From an optimization exercise on the open Yosys and OpenROAD flow, aimed at small area, a short achievable clock period and few clock cycles per item; shortcuts taken in it are not production practice.
Function was not checked in any run shown here: the RTL went through the layout flow alone.
No activity file was given, so power comes from the tool's default toggle rates.

## design.v

```verilog
package rau_pkg;
    localparam int NUM_W = 32;    
    localparam int DEN_W = 31;    
    localparam int RES_W = 64;    
endpackage
module rau_front (
    input  logic         i_clk,
    input  logic         i_rst_n,
    input  logic         i_push,
    output logic         o_full,
    input  logic [1:0]   i_kind,
    input  logic [31:0]  i_a_num,
    input  logic [30:0]  i_a_den,
    input  logic [31:0]  i_b_num,
    input  logic [30:0]  i_b_den,
    input  logic         i_take,      
    output logic         o_ready,     
    output logic [62:0]  o_u,         
    output logic [61:0]  o_v,         
    output logic         o_neg,       
    output logic         o_bad,       
    output logic         o_zero       
);
    logic        r_busy;
    logic [4:0]  r_cnt;
    logic [1:0]  r_kind;
    logic [31:0] r_an;
    logic [30:0] r_ad;
    logic [31:0] r_bn;
    logic [30:0] r_bd;
    logic [63:0] r_u;
    logic [61:0] r_v;
    logic        r_neg;
    logic        r_sen;       
    logic [32:0] r_sx;        
    logic [4:0]  r_sd;        
    logic        r_ssub;      
    logic        r_sshl;      
    logic        r_sclr;      
    logic        r_sv;        
    logic        r_sfix;      
    logic        take_word;
    logic        sel_step;    
    logic        ph_v;        
    logic        odd;         
    logic [2:0]  dsel;        
    logic        k01;
    logic        k3;
    logic [31:0] dsrc;
    logic        dsgn;        
    logic [32:0] mx;
    logic [3:0]  dig;
    logic [4:0]  dig5;
    logic        sub;
    logic        inv;
    logic signed [37:0] pp;
    logic [63:0] opa;
    logic [63:0] opb;
    logic [63:0] sum;
    assign o_ready   = r_busy && (r_cnt == 5'd26);
    assign o_full    = r_busy && !(o_ready && i_take);
    assign take_word = i_push && !o_full;
    assign sel_step  = r_busy && (r_cnt <= 5'd24);
    assign k01  = !r_kind[1];
    assign k3   = (r_kind == 2'd3);
    assign ph_v = r_cnt[4];
    assign odd  = r_cnt[0] && !ph_v;
    assign dsel = ph_v ? ~r_cnt[2:0] : ~r_cnt[3:1];
    always_comb begin
        if (ph_v) begin
            mx   = {2'b00, r_ad};
            dsrc = k3 ? r_bn : {1'b0, r_bd};
            dsgn = k3;
            sub  = k3 && r_bn[31];
        end else if (odd) begin
            mx   = {r_bn[31], r_bn};
            dsrc = {1'b0, r_ad};
            dsgn = 1'b0;
            sub  = (r_kind == 2'd1);
        end else begin
            mx   = {r_an[31], r_an};
            dsrc = (r_kind == 2'd2) ? r_bn : {1'b0, r_bd};
            dsgn = (r_kind == 2'd2);
            sub  = k3 && r_bn[31];
        end
        dig  = dsrc[dsel*4 +: 4];
        dig5 = {dsgn && (dsel == 3'd7) && dig[3], dig};
    end
    always_ff @(posedge i_clk) begin
        if (!i_rst_n) begin
            r_sen <= 1'b0;
        end else begin
            r_sen <= sel_step;
        end
    end
    always_ff @(posedge i_clk) begin
        if (sel_step) begin
            r_sx   <= mx;
            r_sd   <= (r_cnt == 5'd24) ? 5'd0 : dig5;
            r_ssub <= sub && (r_cnt != 5'd24);
            r_sshl <= !odd && (r_cnt != 5'd24);
            r_sclr <= (r_cnt == 5'd0) || (r_cnt == 5'd16);
            r_sv   <= ph_v && (r_cnt != 5'd24);
            r_sfix <= (r_cnt == 5'd24);
        end
    end
    always_comb begin
        logic [63:0] acc;
        pp  = $signed(r_sx) * $signed(r_sd);
        inv = r_sfix && r_u[63];
        acc = r_sv ? {2'b00, r_v} : r_u;
        if (r_sclr)      opa = '0;
        else if (r_sshl) opa = acc << 4;
        else             opa = acc;
        opa = opa ^ {64{inv}};
        opb = {{26{pp[37]}}, pp} ^ {64{r_ssub}};
        sum = opa + opb + {63'd0, r_ssub | inv};
    end
    always_ff @(posedge i_clk) begin
        if (!i_rst_n) begin
            r_busy <= 1'b0;
        end else if (take_word) begin
            r_busy <= 1'b1;
        end else if (o_ready && i_take) begin
            r_busy <= 1'b0;
        end
    end
    always_ff @(posedge i_clk) begin
        if (take_word) begin
            r_cnt <= 5'd0;
        end else if (r_busy && !o_ready) begin
            r_cnt <= r_cnt + ((!ph_v && !k01) ? 5'd2 : 5'd1);
        end
    end
    always_ff @(posedge i_clk) begin
        if (take_word) begin
            r_kind <= i_kind;
            r_an   <= i_a_num;
            r_ad   <= i_a_den;
            r_bn   <= i_b_num;
            r_bd   <= i_b_den;
        end
    end
    always_ff @(posedge i_clk) begin
        if (r_sen) begin
            if (r_sv) begin
                r_v <= sum[61:0];
            end else begin
                r_u <= sum;
            end
            if (r_sfix) begin
                r_neg <= r_u[63];
            end
        end
    end
    assign o_u    = r_u[62:0];
    assign o_v    = r_v;
    assign o_neg  = r_neg;
    assign o_bad  = (r_ad == '0) || (k3 ? (r_bn == '0) : (r_bd == '0));
    assign o_zero = (r_u == '0);
endmodule
module rau_back (
    input  logic         i_clk,
    input  logic         i_rst_n,
    input  logic         i_ready,     
    output logic         o_take,
    input  logic [62:0]  i_u,
    input  logic [61:0]  i_v,
    input  logic         i_neg,
    input  logic         i_bad,
    input  logic         i_zero,
    input  logic         i_pop,
    output logic         o_empty,
    output logic [63:0]  o_res_num,
    output logic [62:0]  o_res_den,
    output logic         o_valid_res
);
    logic        r_run;
    logic        r_done;
    logic        r_ok;
    logic [62:0] r_a;
    logic [62:0] r_b;
    logic [63:0] r_p0;
    logic [61:0] r_p1;
    logic [63:0] r_q0;
    logic [61:0] r_q1;
    logic        free;
    logic        ea;
    logic        eb;
    logic        m_c;
    logic        m_a;
    logic        m_b;
    logic        m_s;
    logic [63:0] dab;
    logic [63:0] dba;
    logic        ge;
    logic        eq;
    logic [62:0] xin;
    logic [2:0]  sh;
    logic [62:0] a_nx;
    logic [62:0] b_nx;
    logic [63:0] s0;
    logic [61:0] s1;
    logic [63:0] t0;
    logic [61:0] t1;
    assign free   = !r_run && (!r_done || i_pop);
    assign o_take = free && i_ready;
    assign ea  = !r_a[0];
    assign eb  = !r_b[0];
    assign m_c = ea && eb;
    assign m_a = ea && !eb;
    assign m_b = !ea && eb;
    assign m_s = !ea && !eb;
    assign dab = {1'b0, r_a} - {1'b0, r_b};
    assign dba = {1'b0, r_b} - {1'b0, r_a};
    assign ge  = !dab[63];
    assign eq  = (r_a == r_b);
    always_comb begin
        if (m_s)      xin = ge ? dab[62:0] : dba[62:0];
        else if (m_b) xin = r_b;
        else          xin = r_a;
        if (m_c || xin[1]) sh = 3'd1;
        else if (xin[2])   sh = 3'd2;
        else if (xin[3])   sh = 3'd3;
        else if (xin[4])   sh = 3'd4;
        else if (xin[5])   sh = 3'd5;
        else if (xin[6])   sh = 3'd6;
        else               sh = 3'd7;
        a_nx = xin >> sh;
        if (m_c)                    b_nx = r_b >> 1;
        else if (m_b || (m_s && !ge)) b_nx = r_a;
        else                        b_nx = r_b;
    end
    always_comb begin
        logic sel_q;
        sel_q = m_b || (m_s && !ge);
        s0 = (sel_q ? r_q0 : r_p0) << sh;
        s1 = (sel_q ? r_q1 : r_p1) << sh;
        if (m_s) begin
            t0 = r_p0 + r_q0;
            t1 = r_p1 + r_q1;
        end else if (m_b) begin
            t0 = r_p0;
            t1 = r_p1;
        end else begin
            t0 = r_q0;
            t1 = r_q1;
        end
    end
    always_ff @(posedge i_clk) begin
        if (!i_rst_n) begin
            r_run  <= 1'b0;
            r_done <= 1'b0;
        end else if (o_take) begin
            r_run  <= !(i_bad || i_zero);
            r_done <= i_bad || i_zero;
        end else if (r_run) begin
            if (m_s && eq) begin
                r_run  <= 1'b0;
                r_done <= 1'b1;
            end
        end else if (i_pop) begin
            r_done <= 1'b0;
        end
    end
    always_ff @(posedge i_clk) begin
        if (o_take) begin
            r_ok <= !i_bad;
            r_a  <= i_u;
            r_b  <= {1'b0, i_v};
            r_p0 <= i_neg ? {64{1'b1}} : 64'd1;
            r_p1 <= '0;
            r_q0 <= '0;
            r_q1 <= 62'd1;
        end else if (r_run) begin
            r_a <= a_nx;
            r_b <= b_nx;
            if (!m_c) begin
                r_p0 <= s0;
                r_p1 <= s1;
                r_q0 <= t0;
                r_q1 <= t1;
            end
        end
    end
    assign o_empty     = !r_done;
    assign o_res_num   = r_q0;
    assign o_res_den   = {1'b0, r_q1};
    assign o_valid_res = r_ok;
endmodule
module rational_arith_unit #(
    parameter int OPERAND_WIDTH = 32
) (
    input  logic                              i_clk,
    input  logic                              i_rst_n,
    input  logic                              push,
    output logic                              full,
    input  logic [1:0]                        i_kind,
    input  logic signed [rau_pkg::NUM_W-1:0]  i_a_num,
    input  logic [rau_pkg::DEN_W-1:0]         i_a_den,
    input  logic signed [rau_pkg::NUM_W-1:0]  i_b_num,
    input  logic [rau_pkg::DEN_W-1:0]         i_b_den,
    output logic                              empty,
    input  logic                              pop,
    output logic signed [rau_pkg::RES_W-1:0]  o_res_num,
    output logic [rau_pkg::RES_W-2:0]         o_res_den,
    output logic                              o_valid_res
);
    logic        take;
    logic        ready;
    logic [62:0] u;
    logic [61:0] v;
    logic        neg;
    logic        bad;
    logic        zero;
    rau_front u_front (
        .i_clk   (i_clk),
        .i_rst_n (i_rst_n),
        .i_push  (push),
        .o_full  (full),
        .i_kind  (i_kind),
        .i_a_num (i_a_num),
        .i_a_den (i_a_den),
        .i_b_num (i_b_num),
        .i_b_den (i_b_den),
        .i_take  (take),
        .o_ready (ready),
        .o_u     (u),
        .o_v     (v),
        .o_neg   (neg),
        .o_bad   (bad),
        .o_zero  (zero)
    );
    rau_back u_back (
        .i_clk       (i_clk),
        .i_rst_n     (i_rst_n),
        .i_ready     (ready),
        .o_take      (take),
        .i_u         (u),
        .i_v         (v),
        .i_neg       (neg),
        .i_bad       (bad),
        .i_zero      (zero),
        .i_pop       (pop),
        .o_empty     (empty),
        .o_res_num   (o_res_num),
        .o_res_den   (o_res_den),
        .o_valid_res (o_valid_res)
    );
endmodule
```

## run.sh

```bash
#!/bin/bash
# synth_recipe.tcl (not shown) runs the flow's synth.tcl, then flattens the netlist and writes it again
# the make line also repeats each setting of config.mk as NAME=value (left out here)
make -C /OpenROAD-flow-scripts/flow DESIGN_CONFIG=/design/flow/config.mk WORK_HOME=/design/flow/orfs CLKGATE_MAP_FILE= SYNTH_SCRIPT=/design/flow/synth_recipe.tcl finish
```

## config.mk

```make
export PLATFORM = sky130hd
export DESIGN_NAME = rational_arith_unit
export DESIGN_NICKNAME = rational_arith_unit
export VERILOG_FILES = /design/flow/design.v
export SDC_FILE = /design/flow/constraint.sdc
export NUM_CORES = 4
export LEC_CHECK = 0
export ABC_CLOCK_PERIOD_IN_PS = 5000
export CAP_MARGIN = 20
export CORE_MARGIN = 2
export CORE_UTILIZATION = 40
export SLEW_MARGIN = 20
```

## constraint.sdc

```tcl
create_clock -name core_clock -period 10.5 [get_ports {i_clk}]
set_input_delay 2.1000 -clock core_clock [delete_from_list [all_inputs] [get_ports {i_clk}]]
set_output_delay 2.1000 -clock core_clock [all_outputs]
set_load 0.01 [all_outputs]
```

==> results of run 1 <==
## Yosys cell counts, types with 12 or more instances
| library cell | n |
|---|---|
| sky130_fd_sc_hd__a31oi_1 | 56 |
| sky130_fd_sc_hd__nand3_1 | 91 |
| sky130_fd_sc_hd__a221oi_1 | 39 |
| sky130_fd_sc_hd__a221o_1 | 19 |
| sky130_fd_sc_hd__o31ai_1 | 21 |
| sky130_fd_sc_hd__nor2_1 | 431 |
| sky130_fd_sc_hd__o211ai_1 | 64 |
| sky130_fd_sc_hd__a21boi_0 | 19 |
| sky130_fd_sc_hd__xnor2_1 | 272 |
| sky130_fd_sc_hd__mux4_2 | 50 |
| sky130_fd_sc_hd__a311oi_1 | 12 |
| sky130_fd_sc_hd__mux2i_1 | 555 |
| sky130_fd_sc_hd__o221ai_1 | 168 |
| sky130_fd_sc_hd__a211oi_1 | 139 |
| sky130_fd_sc_hd__clkbuf_1 | 327 |
| sky130_fd_sc_hd__fa_1 | 107 |
| sky130_fd_sc_hd__a22oi_1 | 39 |
| sky130_fd_sc_hd__mux2_2 | 42 |
| sky130_fd_sc_hd__buf_1 | 44 |
| sky130_fd_sc_hd__nor2b_1 | 85 |
| sky130_fd_sc_hd__or3_1 | 33 |
| sky130_fd_sc_hd__o21ai_0 | 419 |
| sky130_fd_sc_hd__o211a_1 | 23 |
| sky130_fd_sc_hd__ha_1 | 380 |
| sky130_fd_sc_hd__o21ai_1 | 13 |
| sky130_fd_sc_hd__and3_1 | 60 |
| sky130_fd_sc_hd__a21o_1 | 190 |
| sky130_fd_sc_hd__o22ai_1 | 36 |
| sky130_fd_sc_hd__dfxtp_1 | 198 |
| sky130_fd_sc_hd__or2_2 | 19 |
| sky130_fd_sc_hd__inv_1 | 417 |
| sky130_fd_sc_hd__edfxtp_1 | 487 |
| sky130_fd_sc_hd__a222oi_1 | 56 |
| sky130_fd_sc_hd__nand4_1 | 78 |
| sky130_fd_sc_hd__xor2_1 | 92 |
| sky130_fd_sc_hd__and2_1 | 150 |
| sky130_fd_sc_hd__nor3_1 | 104 |
| sky130_fd_sc_hd__buf_2 | 77 |
| sky130_fd_sc_hd__o21a_1 | 44 |
| sky130_fd_sc_hd__o21bai_1 | 77 |
| sky130_fd_sc_hd__a21oi_1 | 601 |
| sky130_fd_sc_hd__nor4_1 | 58 |
| sky130_fd_sc_hd__nand2_1 | 611 |
| sky130_fd_sc_hd__nand2b_1 | 54 |
| sky130_fd_sc_hd__buf_4 | 21 |
## flip-flops by register name (all words and copies together), names as in the netlist, 31 cells and up
signal and flops:
u_front.r_sx 32, u_front.r_v 62, u_back.r_b 63, u_front.r_u 64
u_back.r_p0 64, u_front.r_an 32, u_back.r_q1 62, u_back.r_a 63
u_front.r_bd 31, u_back.r_p1 62, u_back.r_q0 64, u_front.r_bn 32
u_front.r_ad 31
## how the worst max path moves through the flow
stage	slack, ps	endpoint	cells after the start	start
4_1_cts	1620	u_front.r_u[63]$_DFFE_PP_	37	u_front.r_sd[4]$_SDFFCE_PP0P_
2_1_floorplan	2620	u_front.r_u[63]$_DFFE_PP_	36	u_front.r_sd[4]$_SDFFCE_PP0P_
6_report	1640	u_front.r_u[63]$_DFFE_PP_	37	u_front.r_sd[4]$_SDFFCE_PP0P_
3_5_place_dp	1640	u_front.r_u[63]$_DFFE_PP_	37	u_front.r_sd[4]$_SDFFCE_PP0P_
3_3_place_gp	1750	u_front.r_u[63]$_DFFE_PP_	37	u_front.r_sd[4]$_SDFFCE_PP0P_
5_1_grt	980	u_front.r_v[61]$_DFFE_PP_	37	u_front.r_sd[4]$_SDFFCE_PP0P_
## power groups by stage
stage	Combinational, mW	Clock (mW)	Sequential (mW)
detailed placement	8.88	0	4.43
CTS	8.93	2.84	4.37
finish	9.05	2.79	4.38
global route	10.1	2.93	4.41
floorplan	6.94	0	4.22
global placement	8.76	0	4.41
## per-layer routing
metal / share of wire [%] / vias to the layer above / track usage [%]
li1: - / 26271 / -
met1: 46 / 27072 / 37.0
met2: 44 / 2182 / 40.2
met3: 6.7 / 321 / 3.25
met4: 3.1 / 0 / 7.77
met5: 0 / - / 0
## stage by stage
stage / setup slack, ps / utilization, % / total power [mW] / hold WS, ps
after floorplan: 2620 / - / 11.2 / 443
after global placement: 1750 / 42.8 / 13.2 / 456
after detailed placement: 1640 / 42.8 / 13.3 / 480
after CTS: 1620 / 44.4 / 16.1 / 502
after global routing: 980 / 44.5 / 17.4 / 532
final: 1640 / 44.5 / 16.2 / 500
## final cells by class
class / count / area, sq um
timing repair buffer: 345 / 3310
antenna: 1 / 2.50
fill: 15237 / 86600
clock inverter: 47 / 399
sequential: 685 / 18600
inverter: 418 / 1580
multi-input combinational: 5513 / 40800
tap: 2058 / 2570
clock buffer: 104 / 2190
## tightest hold or removal path, stage by stage, from the launching register on
cell                       delay, ps
sky130_fd_sc_hd__dfxtp_1         320
sky130_fd_sc_hd__nand2_1          50
sky130_fd_sc_hd__a21boi_0         80
## kinds of logic (layout without fill, tap and decap cells)
logic type | Yosys count | count (layout) | share of synthesized area (%)
fa+ha+maj | 487 | 487 | 11.0
compound gates | 2176 | 2176 | 23.1
other cells | 1 | 2 | 0.00598
buf+inv | 894 | 914 | 5.71
flops | 685 | 685 | 29.6
xor+xnor | 366 | 366 | 5.16
simple gates | 1835 | 1835 | 13.9
mux | 648 | 648 | 11.4
==> summary.txt, run 1 <==
# TYPE chip_impl_metric gauge
chip_impl_metric{name="synth.avg_cell_area",unit="sq um"} 8.84
chip_impl_metric{name="vias_per_cell",unit=""} 6.09
chip_impl_info{name="cts_tree",value="done"} 1
chip_impl_info{name="synth_top_flop_cell",value="sky130_fd_sc_hd__edfxtp_1"} 1
chip_impl_metric{name="min_path_cells",unit=""} 2
chip_impl_metric{name="placeableCoreArea",unit="sq um"} 156000
chip_impl_metric{name="drive_above_1_share",unit="%"} 5.51
chip_impl_metric{name="timing_worst_slew_pin_value",unit="ps"} 1090
chip_impl_metric{name="grt_max_degree",unit=""} 106
chip_impl_metric{name="drt_iter0_drc",unit=""} 5813
chip_impl_info{name="root_buffer",value="sky130_fd_sc_hd__clkbuf_16"} 1
chip_impl_metric{name="residual_drc_count",unit=""} 0
chip_impl_metric{name="timing.reg2reg.worst_path_depth",unit=""} 37
chip_impl_metric{name="tritoncts.num_buffers",unit=""} 82
chip_impl_info{name="netlist.top_cell.by_area",value="sky130_fd_sc_hd__edfxtp_1"} 1
chip_impl_info{name="timing.hold.worst.class",value="reg2reg"} 1
chip_impl_metric{name="maxSlewViolCount",unit=""} 0
chip_impl_metric{name="gp_routability_congestion",unit=""} 0.956
chip_impl_metric{name="detailroute.via_count",unit=""} 55846
chip_impl_metric{name="layout_worst_path_cycle_share",unit="%"} 84.3
chip_impl_metric{name="finalNetCount",unit=""} 7664
chip_impl_metric{name="power.share.combinational",unit="%"} 55.8
chip_impl_metric{name="finalHoldViolations",unit=""} 0
chip_impl_info{name="r2r_start",value="u_front.r_sd[4]$_SDFFCE_PP0P_"} 1
chip_impl_metric{name="power_frac_seq",unit="%"} 27.0
chip_impl_metric{name="ys_async_sr_fraction",unit="%"} 0
chip_impl_metric{name="die-width",unit="um"} 400
chip_impl_info{name="timing.rr.end",value="u_front.r_u[63]$_DFFE_PP_"} 1
chip_impl_metric{name="cts-hold-fix-buffers",unit=""} 0
chip_impl_metric{name="cts_setup_buffers",unit=""} 0
chip_impl_metric{name="grt_util_all_layers",unit="%"} 25.8
chip_impl_metric{name="critical_path_s_largest_stage_delay",unit="ps"} 510
chip_impl_metric{name="clock_power_share",unit="%"} 17.2
chip_impl_info{name="end_kind",value="flop"} 1
chip_impl_metric{name="overflow",unit=""} 0
chip_impl_metric{name="timing.critical_path.required",unit="ps"} 10920
chip_impl_metric{name="synth_fp_nets",unit=""} 7711
chip_impl_metric{name="ys.warnings.count",unit=""} 2
chip_impl_metric{name="grt_pass1_vias",unit=""} 53259
chip_impl_info{name="most_frequent_cells_in_the_layout",value="sky130_fd_sc_hd__nand2_1, sky130_fd_sc_hd__a21oi_1, sky130_fd_sc_hd__mux2i_1"} 1
chip_impl_info{name="cpMaxStageDelayCell",value="sky130_fd_sc_hd__fa_1"} 1
chip_impl_metric{name="ctsHtreeMaxLevel",unit=""} 3
chip_impl_metric{name="grt_pass1_wl",unit="um"} 325000
chip_impl_metric{name="synth_seq_area_share",unit="%"} 29.6
chip_impl_info{name="final_common_cell",value="sky130_fd_sc_hd__nand2_1"} 1
chip_impl_metric{name="port_buffer_count",unit=""} 260
chip_impl_metric{name="worst_setup_hold_path_clk_slew",unit="ps"} 60
chip_impl_metric{name="drt.antenna.violating_nets",unit=""} 0
chip_impl_metric{name="finalSetupViolCount",unit=""} 0
chip_impl_metric{name="clkLatencyLatePin",unit="ps"} 700
chip_impl_metric{name="initial_utilization",unit="%"} 40.2
chip_impl_metric{name="pwr_cell_area",unit="nW/um^2"} 234
chip_impl_metric{name="max_cap_viol_count",unit=""} 0
chip_impl_info{name="crit_family",value="compound AO/OA/AOI/OAI gates"} 1
chip_impl_metric{name="timing.setup.tns",unit="ps"} 0
chip_impl_info{name="grt_setup_unrepaired",value="no"} 1
chip_impl_metric{name="design.portCount",unit=""} 262
chip_impl_metric{name="period_minus_slack",unit="ps"} 8860
chip_impl_metric{name="std_cell_rows",unit=""} 145
chip_impl_info{name="run_status",value="finished clean"} 1
chip_impl_metric{name="fin_skew",unit="ps"} 52.3
chip_impl_info{name="setup.worst_path.start_class",value="flop"} 1
chip_impl_metric{name="leakage",unit="nW"} 27.8
chip_impl_metric{name="post_synth_inst_count",unit=""} 7092
chip_impl_metric{name="worstPathMaxFanout",unit=""} 32
chip_impl_metric{name="flow.area_growth_from_synthesis",unit="%"} 10.7
chip_impl_metric{name="detailed_place_hpwl",unit="um"} 160000
chip_impl_metric{name="die_area",unit="sq um"} 160000
chip_impl_metric{name="synth_edf_count",unit=""} 487
chip_impl_metric{name="arrival_time_reported_for_the_critical_path_endpoint",unit="ps"} 9270
chip_impl_metric{name="floorplan.die.height",unit="um"} 400
chip_impl_info{name="crit_type",value="reg2reg"} 1
chip_impl_info{name="worst_hold_path.endpoint",value="u_back.r_done$_SDFFE_PN0P_"} 1
chip_impl_metric{name="cts.sink_count",unit=""} 685
chip_impl_metric{name="timing.fmax",unit="MHz"} 113
chip_impl_metric{name="antenna_violations_before_repair",unit=""} 2
chip_impl_metric{name="vdd.ir_drop.worst",unit="V"} 0.000243
chip_impl_metric{name="switching_power",unit="mW"} 6.94
chip_impl_metric{name="design_area",unit="sq um"} 69400
chip_impl_metric{name="mappedNetlistArea",unit="sq um"} 62700
chip_impl_metric{name="placedCellCount",unit=""} 9018
chip_impl_metric{name="yosysTopAreaCellShare",unit="%"} 23.3
chip_impl_metric{name="final_cell_count_no_fill",unit=""} 9171
chip_impl_info{name="synth.top_cells.by_area",value="sky130_fd_sc_hd__edfxtp_1, sky130_fd_sc_hd__mux2i_1, sky130_fd_sc_hd__ha_1"} 1
chip_impl_metric{name="netSwitchingFraction",unit="%"} 42.8
chip_impl_metric{name="routedWlPerCell",unit="um"} 23.2
chip_impl_metric{name="synth_seq_cells",unit=""} 685
chip_impl_metric{name="intPower",unit="mW"} 9.27
chip_impl_info{name="hp-start",value="u_back.r_done$_SDFFE_PN0P_"} 1
chip_impl_metric{name="dpl_cell_area",unit="sq um"} 66800
chip_impl_metric{name="max_slew_margin_vs_limit",unit="%"} 27.2
chip_impl_metric{name="cts-root-to-sink-buffers",unit=""} 3
chip_impl_metric{name="slack_of_the_worst_reg_to_reg_path",unit="ps"} 1640
chip_impl_metric{name="critical_path_buf_inv_count",unit=""} 4
chip_impl_metric{name="postCtsResizedCells",unit=""} 0
chip_impl_metric{name="drt_wl_total",unit="um"} 213000
chip_impl_metric{name="post_synth_num_cell_types",unit=""} 108
chip_impl_metric{name="drtPass1Iterations",unit=""} 10
==> inputs of run 2 (changes only) <==
--- a/config.mk
+++ b/config.mk
@@ -10,3 +10,4 @@
 export CORE_MARGIN = 2
 export CORE_UTILIZATION = 40
+export SETUP_SLACK_MARGIN = 4.5
 export SLEW_MARGIN = 20
==> summary.txt, run 2 <==
# TYPE chip_impl_metric gauge
chip_impl_metric{name="std_cell_rows",unit=""} 145
chip_impl_metric{name="maxSlewViolCount",unit=""} 0
chip_impl_info{name="synth.cells.most_frequent",value="sky130_fd_sc_hd__nand2_1, sky130_fd_sc_hd__a21oi_1, sky130_fd_sc_hd__mux2i_1, sky130_fd_sc_hd__edfxtp_1, sky130_fd_sc_hd__nor2_1"} 1
chip_impl_metric{name="drt_iter0_drc",unit=""} 5318
chip_impl_metric{name="flow.area_growth_from_synthesis",unit="%"} 14.6
chip_impl_metric{name="grt_pass1_vias",unit=""} 54141
chip_impl_metric{name="timing.reg2reg.worst_path_depth",unit=""} 36
chip_impl_metric{name="ctsHtreeMaxLevel",unit=""} 3
chip_impl_metric{name="ys_async_sr_fraction",unit="%"} 0
chip_impl_metric{name="power.share.combinational",unit="%"} 60.6
chip_impl_metric{name="gp_routability_congestion",unit=""} 0.940
chip_impl_metric{name="max_cap_viol_count",unit=""} 0
chip_impl_metric{name="clkLatencyLatePin",unit="ps"} 710
chip_impl_metric{name="fin_total_pwr",unit="mW"} 18.9
chip_impl_info{name="most_frequent_cells_in_the_layout",value="sky130_fd_sc_hd__nand2_1, sky130_fd_sc_hd__a21oi_1, sky130_fd_sc_hd__mux2i_1"} 1
chip_impl_metric{name="routed-wl-met3",unit="um"} 15400
chip_impl_metric{name="pwr_cell_area",unit="nW/um^2"} 263
chip_impl_metric{name="detailed_place_hpwl",unit="um"} 160000
chip_impl_metric{name="drive_above_1_share",unit="%"} 9.50
chip_impl_metric{name="worstPathMaxFanout",unit=""} 6
chip_impl_metric{name="leakage",unit="nW"} 28.8
chip_impl_metric{name="fin_skew",unit="ps"} 45.3
chip_impl_metric{name="die-width",unit="um"} 400
chip_impl_info{name="final_common_cell",value="sky130_fd_sc_hd__nand2_1"} 1
chip_impl_metric{name="postLayoutCoreUtil",unit="%"} 46.1
chip_impl_metric{name="critical_path_s_largest_stage_delay",unit="ps"} 490
chip_impl_metric{name="setup_ws",unit="ps"} 2680
chip_impl_info{name="run_status",value="finished clean"} 1
chip_impl_metric{name="placedCellCount",unit=""} 9017
chip_impl_metric{name="timing_worst_slew_pin_value",unit="ps"} 1090
chip_impl_info{name="top_signal_layer_used",value="met5"} 1
chip_impl_metric{name="period_minus_slack",unit="ps"} 7820
chip_impl_metric{name="layout_worst_path_cycle_share",unit="%"} 74.5
chip_impl_metric{name="intPower",unit="mW"} 10.9
chip_impl_info{name="synth_top_flop_cell",value="sky130_fd_sc_hd__edfxtp_1"} 1
chip_impl_metric{name="antenna_violations_before_repair",unit=""} 1
chip_impl_metric{name="drt.antenna.violating_nets",unit=""} 0
chip_impl_info{name="cts_tree",value="done"} 1
chip_impl_metric{name="grt_pass1_wl",unit="um"} 329000
chip_impl_metric{name="switching_power",unit="mW"} 7.95
chip_impl_info{name="root_buffer",value="sky130_fd_sc_hd__clkbuf_16"} 1
chip_impl_info{name="cpMaxStageDelayCell",value="sky130_fd_sc_hd__fa_1"} 1
chip_impl_metric{name="critical_path_depth",unit=""} 36
chip_impl_metric{name="grt_max_degree",unit=""} 190
chip_impl_metric{name="overflow",unit=""} 0
chip_impl_metric{name="port_buffer_count",unit=""} 260
chip_impl_metric{name="finalHoldViolations",unit=""} 0
chip_impl_metric{name="post_synth_inst_count",unit=""} 7092
chip_impl_info{name="timing.hold.worst.class",value="reg2reg"} 1
chip_impl_metric{name="synth.avg_cell_area",unit="sq um"} 8.84
chip_impl_metric{name="ys.warnings.count",unit=""} 2
chip_impl_metric{name="floorplan.die.height",unit="um"} 400
chip_impl_metric{name="drtPass1Iterations",unit=""} 8
chip_impl_metric{name="detailroute.via_count",unit=""} 56788
chip_impl_metric{name="timing.critical_path.required",unit="ps"} 10930
chip_impl_metric{name="design_area",unit="sq um"} 71900
chip_impl_info{name="grt_setup_unrepaired",value="yes"} 1
chip_impl_info{name="netlist.top_cell.by_area",value="sky130_fd_sc_hd__edfxtp_1"} 1
chip_impl_metric{name="cts.sink_count",unit=""} 685
chip_impl_metric{name="initial_utilization",unit="%"} 40.2
chip_impl_metric{name="worst_setup_hold_path_clk_slew",unit="ps"} 60
chip_impl_metric{name="residual_drc_count",unit=""} 0
chip_impl_metric{name="finalNetCount",unit=""} 7778
chip_impl_metric{name="synth_edf_count",unit=""} 487
chip_impl_metric{name="power_frac_seq",unit="%"} 23.1
chip_impl_metric{name="timing.hold.ws",unit="ps"} 480
chip_impl_metric{name="finalSetupViolCount",unit=""} 0
chip_impl_metric{name="timing.setup.tns",unit="ps"} 0
chip_impl_info{name="end_kind",value="flop"} 1
chip_impl_metric{name="dpl_cell_area",unit="sq um"} 66900
chip_impl_metric{name="synth_fp_nets",unit=""} 7711
chip_impl_metric{name="synth_seq_area_share",unit="%"} 29.6
chip_impl_metric{name="preCtsSetupSlack",unit="ps"} 1790
chip_impl_metric{name="timing.fmax",unit="MHz"} 128
chip_impl_metric{name="cts-root-to-sink-buffers",unit=""} 3
chip_impl_metric{name="clock_power_share",unit="%"} 16.3
chip_impl_metric{name="final_cell_count_no_fill",unit=""} 9287
chip_impl_metric{name="max_slew_margin_vs_limit",unit="%"} 26.4
chip_impl_metric{name="vdd.ir_drop.worst",unit="V"} 0.000256
chip_impl_metric{name="yosysTopAreaCellShare",unit="%"} 23.3
chip_impl_info{name="top_regs",value="u_back.r_p0: 64 flops, u_back.r_q0: 64 flops, u_front.r_u: 64 flops"} 1
chip_impl_metric{name="routedWlPerCell",unit="um"} 23.5
chip_impl_metric{name="arrival_time_reported_for_the_critical_path_endpoint",unit="ps"} 8260
chip_impl_metric{name="mappedNetlistArea",unit="sq um"} 62700
chip_impl_metric{name="netSwitchingFraction",unit="%"} 42.1
chip_impl_info{name="crit_family",value="compound AO/OA/AOI/OAI gates"} 1
chip_impl_metric{name="grt_util_all_layers",unit="%"} 26.1
chip_impl_info{name="setup.worst_path.start_class",value="flop"} 1
chip_impl_metric{name="post_synth_num_cell_types",unit=""} 108
chip_impl_info{name="yosys.cell_count.top_type",value="sky130_fd_sc_hd__nand2_1"} 1
chip_impl_metric{name="vias_per_cell",unit=""} 6.11
chip_impl_metric{name="die_area",unit="sq um"} 160000
chip_impl_metric{name="antenna_cells",unit=""} 0
chip_impl_info{name="crit_type",value="reg2reg"} 1
chip_impl_info{name="synth.top_cells.by_area",value="sky130_fd_sc_hd__edfxtp_1, sky130_fd_sc_hd__mux2i_1, sky130_fd_sc_hd__ha_1"} 1
chip_impl_metric{name="tritoncts.num_buffers",unit=""} 83
chip_impl_metric{name="min_path_cells",unit=""} 2
chip_impl_metric{name="synth_seq_cells",unit=""} 685
chip_impl_metric{name="design.portCount",unit=""} 262
chip_impl_metric{name="met1Wirelength",unit="um"} 96800
chip_impl_metric{name="met2RoutedLength",unit="um"} 99000
chip_impl_metric{name="critical_path_buf_inv_count",unit=""} 5
chip_impl_metric{name="placeableCoreArea",unit="sq um"} 156000
chip_impl_metric{name="drt_wl_total",unit="um"} 219000
-- run 2: cell types whose count changed in the layout (fill, tap and decap cells not counted), sizes merged --
cell	delta
a21oi	+1
buf	+107
bufinv	+8
clkbuf	-3
clkdlybuf4s15	+1
clkdlybuf4s50	-1
clkinvlp	-4
diode	-1
inv	+5
o21ba	+1
or2	+1
or4b	+1
-- run 2: what timing repair did --
item,CTS,global route
buffers inserted,62,46
gates resized for setup,132,108
pin swaps,72,70
cloned,2,4
hold buffers,0,0
setup endpoints to repair,284,267
-- run 2: per-layer routing --
metal / track usage [%] / vias up
met2: 41.5 / 2274
li1: - / 26522
met1: 36.4 / 27653
met3: 3.50 / 337
met4: 9.18 / 2
met5: 0 / -
-- run 2: worst paths after layout --
check / startpoint / end / slack [ps]
worst max-delay path: u_front.r_sd[3]$_SDFFCE_PP0P_ / u_front.r_u[63]$_DFFE_PP_ / 2680
worst min-delay path: u_back.r_done$_SDFFE_PN0P_ / u_back.r_done$_SDFFE_PN0P_ / 480
worst max register to register: u_front.r_sd[3]$_SDFFCE_PP0P_ / u_front.r_u[63]$_DFFE_PP_ / 2680
worst min register to register: u_back.r_done$_SDFFE_PN0P_ / u_back.r_done$_SDFFE_PN0P_ / 480
-- run 2: power by group through the flow --
stage	sequential [mW]	combinational (mW)	clock [mW]
floorplan	4.22	7.15	0
finish	4.37	11.5	3.07
CTS	4.36	10.4	3.12
global route	4.40	12.4	3.22
detailed placement	4.44	9.07	0
global placement	4.42	8.93	0
-- run 2: final cells by class --
cell class / instances / area [sq um]
inverter: 418 / 1580
fill: 15040 / 84100
multi-input combinational: 5517 / 41900
clock buffer: 99 / 2240
clock inverter: 56 / 639
tap: 2058 / 2570
timing repair buffer: 454 / 4380
sequential: 685 / 18600
-- run 2: worst register-to-register path: cells and delay by family (launching register included) --
family                     cells  cell delay, ps
AOI/OAI and AO/OA             15            3060
xor gates and xnor gates       2             330
adders and majority gates      5            2180
buffers and inverters          5             530
DFF                            1             410
and+or+nand+nor                9            1050
-- run 2: kinds of logic (layout without fill, tap and decap cells) --
group	count (synthesis)	in the layout	share of synthesized area [%]
adders and majority gates	487	487	11.0
DFF	685	685	29.6
xor gates and xnor gates	366	366	5.16
muxes	648	648	11.4
buffers and inverters	894	1027	5.71
other	1	1	0.00598
and+or+nand+nor	1835	1837	13.9
AOI/OAI and AO/OA	2176	2178	23.1

## port drivers added, routing unchanged
In the flow no input, the clock included, has a driving cell. The finished layouts below were timed again as built, in two steps.
Step 1 (the two cells are an assumption about what drives the block):
set clk [get_ports {i_clk}]
set_driving_cell -lib_cell sky130_fd_sc_hd__clkbuf_16 $clk
set_driving_cell -lib_cell sky130_fd_sc_hd__buf_2 [delete_from_list [all_inputs] $clk]
Step 2, shift: input delay + t, output delay - t, t = (earliest + latest rising clock arrival at the registers) / 2. This alone moves slack from input paths to output paths.
Three values: ideal, step 1, step 2; two values: the first two.
run | t, ns | setup WS [ns] | worst data-port slew with drivers (ns)
run 1 | 0.762 | 1.643 / 1.643 / 1.643 | 0.11
run 2 | 0.775 | 2.676 / 2.676 / 2.676 | 0.11
After both steps setup and hold are still met in every run listed.
